This is an optimization exercise on Yosys and OpenROAD, whose aim is small area, a short achievable clock period and few clock cycles per item, not a production implementation.
Only simulation tests tie the RTL to the original design; equivalence was not proved.

==> 09-20: inputs <==
Design fft_dit_top, start of the top module:
module fft_dit_top (
   input  logic        clk,
   input  logic        rst_n,
   input  logic [15:0] in_x,
   input  logic        in_nd,
   output logic [15:0] out_x,
   output logic        out_nd,
   output logic        overflow
);
clock: 9.0 ns
lec_check: 0
abc_clock_period_in_ps: 3500
cap_margin: 20
core_margin: 2
core_utilization: 50
cts_buf_list: sky130_fd_sc_hd__clkbuf_4
cts_cluster_size: 12
setup_slack_margin: 5
slew_margin: 20
standard.sh (not shown) runs the stock make flow with config.mk's settings and CLKGATE_MAP_FILE= SYNTH_SCRIPT=/design/flow/synth_recipe.tcl, a recipe that flattens the netlist after the stock synthesis.
==> flow/flow/run.sh <==
#!/bin/bash
set -euo pipefail
bash standard.sh SETUP_SLACK_MARGIN=5.5 finish > standard_flow.log 2>&1
==> 06-23 (differences from 09-20) <==
--- a/flow/design.v
+++ b/flow/design.v
@@ -234,11 +234,10 @@
    logic [15:0] y_q [4];
    logic [9:0]  xp_q [2], xq_q [2];
    logic        yv;
    logic [1:0]  yj;
    always_ff @(posedge clk) begin
-      y_q[0]  <= g_in[0];
       y_q[3]  <= g_in[3];
       xp_q[0] <= xp_in[0];
       xq_q[0] <= xq_in[0];
       y_q[2]  <= g_in[2];
       if (v & cnt[3] & cnt[2]) begin
@@ -285,13 +284,13 @@
          sh  <= (v & (cnt == 4'd15)) | u1;
          sg  <= st | u1;
       end
    end
    logic [15:0] a0, a2, s0u, d0u, s2u, d2u;
-   assign a0 = st ? yb[0] : ya[0];
+   assign a0 = cnt[0] ? yb[0] : ya[0];
    assign a2 = st ? yb[2] : ya[2];
-   bf_w0 u_bf2g0 (.a(a0), .b(y_q[0]), .s(s0u), .d(d0u));
+   bf_w0 u_bf2g0 (.a(a0), .b(g_in[0]), .s(s0u), .d(d0u));
    bf_w4 u_bf2g2 (.a(a2), .b(y_q[2]), .s(s2u), .d(d2u));
    logic [9:0]  xp13, xq13;
    assign xp13 = sg ? (sh ? xp_q[1] : xp2h) : xp_q[0];
    assign xq13 = sg ? (sh ? xq_q[1] : xq2h) : xq_q[0];
    logic [8:0]  ph_re, pl_re, ph_im, pl_im;
@@ -322,23 +321,23 @@
    assign s13 = {si13[8:1], sr13[8:1]};
    assign d13 = {di13[8:1], dr13[8:1]};
    always_ff @(posedge clk) begin
       if (y01) begin
          if (!yj[0]) begin
-            ya[0] <= y_q[0]; ya[2] <= y_q[2]; ya[3] <= y_q[3];
+            ya[2] <= y_q[2]; ya[3] <= y_q[3];
          end else begin
-            yb[0] <= y_q[0]; yb[2] <= y_q[2]; yb[3] <= y_q[3];
+            yb[2] <= y_q[2]; yb[3] <= y_q[3];
          end
       end
-      if (v & (cnt == 4'd12)) ya[1] <= g_in[1];
-      if (v & (cnt == 4'd13)) yb[1] <= g_in[1];
+      if (v & (cnt == 4'd12)) begin ya[0] <= g_in[0]; ya[1] <= g_in[1]; end
+      if (v & (cnt == 4'd13)) begin yb[0] <= g_in[0]; yb[1] <= g_in[1]; end
+      if (v & (cnt == 4'd14)) begin ya[0] <= s0u; da[0] <= d0u; end
+      if (v & (cnt == 4'd15)) begin yb[0] <= s0u; db[0] <= d0u; end
       if (c2) begin
-         ya[0] <= s0u; da[0] <= d0u;
          ya[2] <= s2u; da[2] <= d2u;
       end
       if (st) begin
-         yb[0] <= s0u; db[0] <= d0u;
          yb[2] <= s2u; db[2] <= d2u;
       end
       if (e13) begin
          if (!h13) begin
             ya[{g13, 1'b1}] <= s13;
@@ -361,11 +360,11 @@
    logic [15:0] sa;
    assign r_v = st | r_act;
    assign m_r = r_m;
    logic [15:0] sg3;
    assign sg3 = m_r[2] ? db[m_r[1:0]] : yb[m_r[1:0]];
-   assign sb  = st ? s0u : ((m_r[3:2] == 2'd0) & m_r[0]) ? s13 : sg3;
+   assign sb  = ((m_r[3:2] == 2'd0) & m_r[0]) ? s13 : sg3;
    always_ff @(posedge clk) begin
       b_q  <= sb;
       su_q <= {sg3[7], sg3[7:0]} + {sg3[15], sg3[15:8]};
       df_q <= {sg3[15], sg3[15:8]} - {sg3[7], sg3[7:0]};
       m_q  <= m_r;
CORE_UTILIZATION = 40   (was 50)
==> 08-06 (differences from 09-20) <==
--- a/flow/design.v
+++ b/flow/design.v
@@ -43,21 +43,18 @@
    end
    logic [15:0] sp, cp, sq, cq;
    tw_tree u_tp (.x1(r1), .x2(r2), .x3(r3), .x4(r4), .x5(r5), .k(pc), .s(sp), .c(cp));
    tw_tree u_tq (.x1(q1), .x2(q2), .x3(q3), .x4(q4), .x5(q5), .k(qc), .s(sq), .c(cq));
    logic [6:0] lop, loq;
-   logic [5:0] zx, zo;
-   logic       nz;
+   logic [7:0] lcp;
    assign lop = {1'b0, sp[5:0]} + {1'b0, cp[5:0]};
+   assign lcp = {2'b0, sp[5:0]} + {2'b0, cp[5:0]} + 8'd63;
    assign loq = {1'b0, sq[5:0]} + {1'b0, cq[5:0]};
-   assign zx  = sp[5:0] ^ cp[5:0];
-   assign zo  = {sp[4:0] | cp[4:0], 1'b0};
-   assign nz  = (zx != zo);
    assign hp  = sp[14:6];
    assign lp  = cp[14:6];
    assign cfp = lop[6];
-   assign ccp = {lop[6] & nz, lop[6] ^ nz};
+   assign ccp = lcp[7:6];
    assign hq  = sq[14:6];
    assign lq  = cq[14:6];
    assign cfq = loq[6];
 endmodule
 module tw_tree (
@@ -238,12 +235,12 @@
    always_ff @(posedge clk) begin
       y_q[0]  <= g_in[0];
       y_q[3]  <= g_in[3];
       xp_q[0] <= xp_in[0];
       xq_q[0] <= xq_in[0];
-      y_q[2]  <= g_in[2];
       if (v & cnt[3] & cnt[2]) begin
+         y_q[2]  <= g_in[2];
          xp_q[1] <= xp_in[1];
          xq_q[1] <= xq_in[1];
       end
       yj <= cnt[1:0];
    end
@@ -257,11 +254,11 @@
    logic [15:0] db [4];
    logic [9:0]  xp2h, xq2h;  
    logic        st;          
    logic        c2;          
    logic        y01;         
-   logic        u1;          
+   logic        u1, u2;      
    logic        se, sh, sg;
    always_ff @(posedge clk) begin
       if (c2) begin
          xp2h <= xp_q[1];
          xq2h <= xq_q[1];
@@ -271,31 +268,40 @@
       if (!rst_n) begin
          st  <= 1'b0;
          c2  <= 1'b0;
          y01 <= 1'b0;
          u1  <= 1'b0;
+         u2  <= 1'b0;
          se  <= 1'b0;
          sh  <= 1'b0;
          sg  <= 1'b0;
       end else begin
          st  <= v & (cnt == 4'd15);
          c2  <= v & (cnt == 4'd14);
          y01 <= v & (cnt[3:1] == 3'b110);
          u1  <= st;
+         u2  <= u1;
          se  <= (v & (cnt[3:1] == 3'b111)) | st | u1;
          sh  <= (v & (cnt == 4'd15)) | u1;
          sg  <= st | u1;
       end
    end
-   logic [15:0] a0, a2, s0u, d0u, s2u, d2u;
-   assign a0 = st ? yb[0] : ya[0];
-   assign a2 = st ? yb[2] : ya[2];
-   bf_w0 u_bf2g0 (.a(a0), .b(y_q[0]), .s(s0u), .d(d0u));
-   bf_w4 u_bf2g2 (.a(a2), .b(y_q[2]), .s(s2u), .d(d2u));
+   logic        e02, h02, g02;    
+   logic [15:0] a02, b02, s02, d02;
+   assign e02 = se;
+   assign h02 = sh;
+   assign g02 = sg;
+   assign a02 = g02 ? (h02 ? yb[2] : ya[2]) : (h02 ? yb[0] : ya[0]);
+   assign b02 = g02 ? (h02 ? y_q[2] : db[2]) : y_q[0];
+   bf_w04 u_bf02 (.rot(g02), .a(a02), .b(b02), .s(s02), .d(d02));
+   logic        e13p, h13p, g13p;
+   assign e13p = se;
+   assign h13p = sh;
+   assign g13p = sg;
    logic [9:0]  xp13, xq13;
-   assign xp13 = sg ? (sh ? xp_q[1] : xp2h) : xp_q[0];
-   assign xq13 = sg ? (sh ? xq_q[1] : xq2h) : xq_q[0];
+   assign xp13 = g13p ? (h13p ? xp_q[1] : xp2h) : xp_q[0];
+   assign xq13 = g13p ? (h13p ? xq_q[1] : xq2h) : xq_q[0];
    logic [8:0]  ph_re, pl_re, ph_im, pl_im;
    logic        pc_re, pc_im;
    mul_w2_cs u_m13 (.xp(xp13), .xq(xq13),
       .ph_re(ph_re), .pl_re(pl_re), .pc_re(pc_re),
       .ph_im(ph_im), .pl_im(pl_im), .pc_im(pc_im));
@@ -303,43 +309,46 @@
    logic        qc_re, qc_im;
    logic        e13, h13, g13;    
    always_ff @(posedge clk) begin
       qh_re <= ph_re; ql_re <= pl_re; qc_re <= pc_re;
       qh_im <= ph_im; ql_im <= pl_im; qc_im <= pc_im;
-      h13   <= sh;
-      g13   <= sg;
+      h13   <= h13p;
+      g13   <= g13p;
    end
    always_ff @(posedge clk or negedge rst_n) begin
       if (!rst_n) e13 <= 1'b0;
-      else        e13 <= se;
+      else        e13 <= e13p;
    end
    logic [15:0] a13, s13, d13;
-   always_ff @(posedge clk) a13 <= sg ? (sh ? yb[3] : ya[3]) : (sh ? yb[1] : ya[1]);
+   assign a13 = g13 ? (h13 ? yb[3] : ya[3]) : (h13 ? yb[1] : ya[1]);
    logic [8:0] sr13, si13, dr13, di13;
    assign sr13 = {a13[7],  a13[7:0]}  + qh_re + ql_re + qc_re;
    assign si13 = {a13[15], a13[15:8]} + qh_im + ql_im + qc_im;
    assign dr13 = {a13[7],  a13[7:0]}  - qh_re - ql_re - qc_re;
    assign di13 = {a13[15], a13[15:8]} - qh_im - ql_im - qc_im;
    assign s13 = {si13[8:1], sr13[8:1]};
    assign d13 = {di13[8:1], dr13[8:1]};
    always_ff @(posedge clk) begin
       if (y01) begin
-         if (!yj[0]) begin
-            ya[0] <= y_q[0]; ya[2] <= y_q[2]; ya[3] <= y_q[3];
-         end else begin
-            yb[0] <= y_q[0]; yb[2] <= y_q[2]; yb[3] <= y_q[3];
+         for (int k = 0; k < 4; k += 2) begin
+            if (!yj[0]) ya[k] <= y_q[k];
+            else        yb[k] <= y_q[k];
          end
+         if (!yj[0]) ya[3] <= y_q[3];
+         else        yb[3] <= y_q[3];
       end
       if (v & (cnt == 4'd12)) ya[1] <= g_in[1];
       if (v & (cnt == 4'd13)) yb[1] <= g_in[1];
-      if (c2) begin
-         ya[0] <= s0u; da[0] <= d0u;
-         ya[2] <= s2u; da[2] <= d2u;
-      end
-      if (st) begin
-         yb[0] <= s0u; db[0] <= d0u;
-         yb[2] <= s2u; db[2] <= d2u;
+      if (c2) db[2] <= y_q[2];
+      if (e02) begin
+         if (!h02) begin
+            ya[{g02, 1'b0}] <= s02;
+            da[{g02, 1'b0}] <= d02;
+         end else begin
+            yb[{g02, 1'b0}] <= s02;
+            db[{g02, 1'b0}] <= d02;
+         end
       end
       if (e13) begin
          if (!h13) begin
             ya[{g13, 1'b1}] <= s13;
             da[{g13, 1'b1}] <= d13;
@@ -357,30 +366,28 @@
    logic [15:0] b_q;
    logic [8:0]  su_q, df_q;
    logic [3:0]  m_q;         
    logic        m_v;
    logic [15:0] sa;
-   assign r_v = st | r_act;
+   assign r_v = u1 | r_act;
    assign m_r = r_m;
-   logic [15:0] sg3;
-   assign sg3 = m_r[2] ? db[m_r[1:0]] : yb[m_r[1:0]];
-   assign sb  = st ? s0u : ((m_r[3:2] == 2'd0) & m_r[0]) ? s13 : sg3;
+   assign sb = m_r[2] ? db[m_r[1:0]] : yb[m_r[1:0]];
    always_ff @(posedge clk) begin
       b_q  <= sb;
-      su_q <= {sg3[7], sg3[7:0]} + {sg3[15], sg3[15:8]};
-      df_q <= {sg3[15], sg3[15:8]} - {sg3[7], sg3[7:0]};
+      su_q <= {sb[7], sb[7:0]} + {sb[15], sb[15:8]};
+      df_q <= {sb[15], sb[15:8]} - {sb[7], sb[7:0]};
       m_q  <= m_r;
    end
    always_ff @(posedge clk or negedge rst_n) begin
       if (!rst_n) begin
          r_act <= 1'b0;
          r_m   <= '0;
          m_v   <= 1'b0;
       end else begin
          m_v <= r_v;
          if (r_v) r_m <= r_m + 4'd1;
-         if (st) r_act <= 1'b1;
+         if (u1) r_act <= 1'b1;
          else if (&r_m) r_act <= 1'b0;
       end
    end
    assign sa = m_q[2] ? da[m_q[1:0]] : ya[m_q[1:0]];
    logic [8:0]  thp, tlp, thq, tlq;
CORE_UTILIZATION = 70   (was 50)
CTS_BUF_LIST = default   (was sky130_fd_sc_hd__clkbuf_4)
CTS_CLUSTER_SIZE = default   (was 12)
PLACE_DENSITY = 0.8   (was default)
==> summary.txt <==
- Hold slack, lowest first: 06-23, 09-20, 08-06.
- Fmax, lowest first: 08-06, 09-20, 06-23.
- Clock skew: 09-20 > 06-23 > 08-06.
Testbench counts of 09-20, summed over its fixed seeds: cycles 6,848, frames 384.
Testbench counts of 06-23, summed over its fixed seeds: cycles 6,848, frames 384.
Testbench counts of 08-06, summed over its fixed seeds: cycles 7,040, frames 384.

-- port drivers added, routing unchanged --
The flow's constraints put no driver on any port. The routed layouts listed below were extracted and timed again, unchanged, in two steps.
Step 1 sets driving cells, clkbuf_16 on the clock port and buf_2 on the other inputs (assumed; they add their load-dependent delay and slew).
Step 2 times the ports against the registers' clock, not the clock port: input delays grow and output delays shrink by t, the midpoint of the rising clock arrivals with the driver on.
Three values: ideal, step 1, step 2; two values: the first two.
run	t, ns	setup WS [ns]	worst setup path after step 2
09-20	1.166	5.315 / 5.315 / 4.680	input to register
06-23	1.147	5.446 / 5.446 / 4.665	input to register
08-06	0.696	5.296 / 5.296 / 4.867	input to register
After both steps setup and hold are still met in every run listed. For 06-23, which loses most, drivers alone change the setup slack by 0.000 ns; drivers and shift together by -0.781 ns.
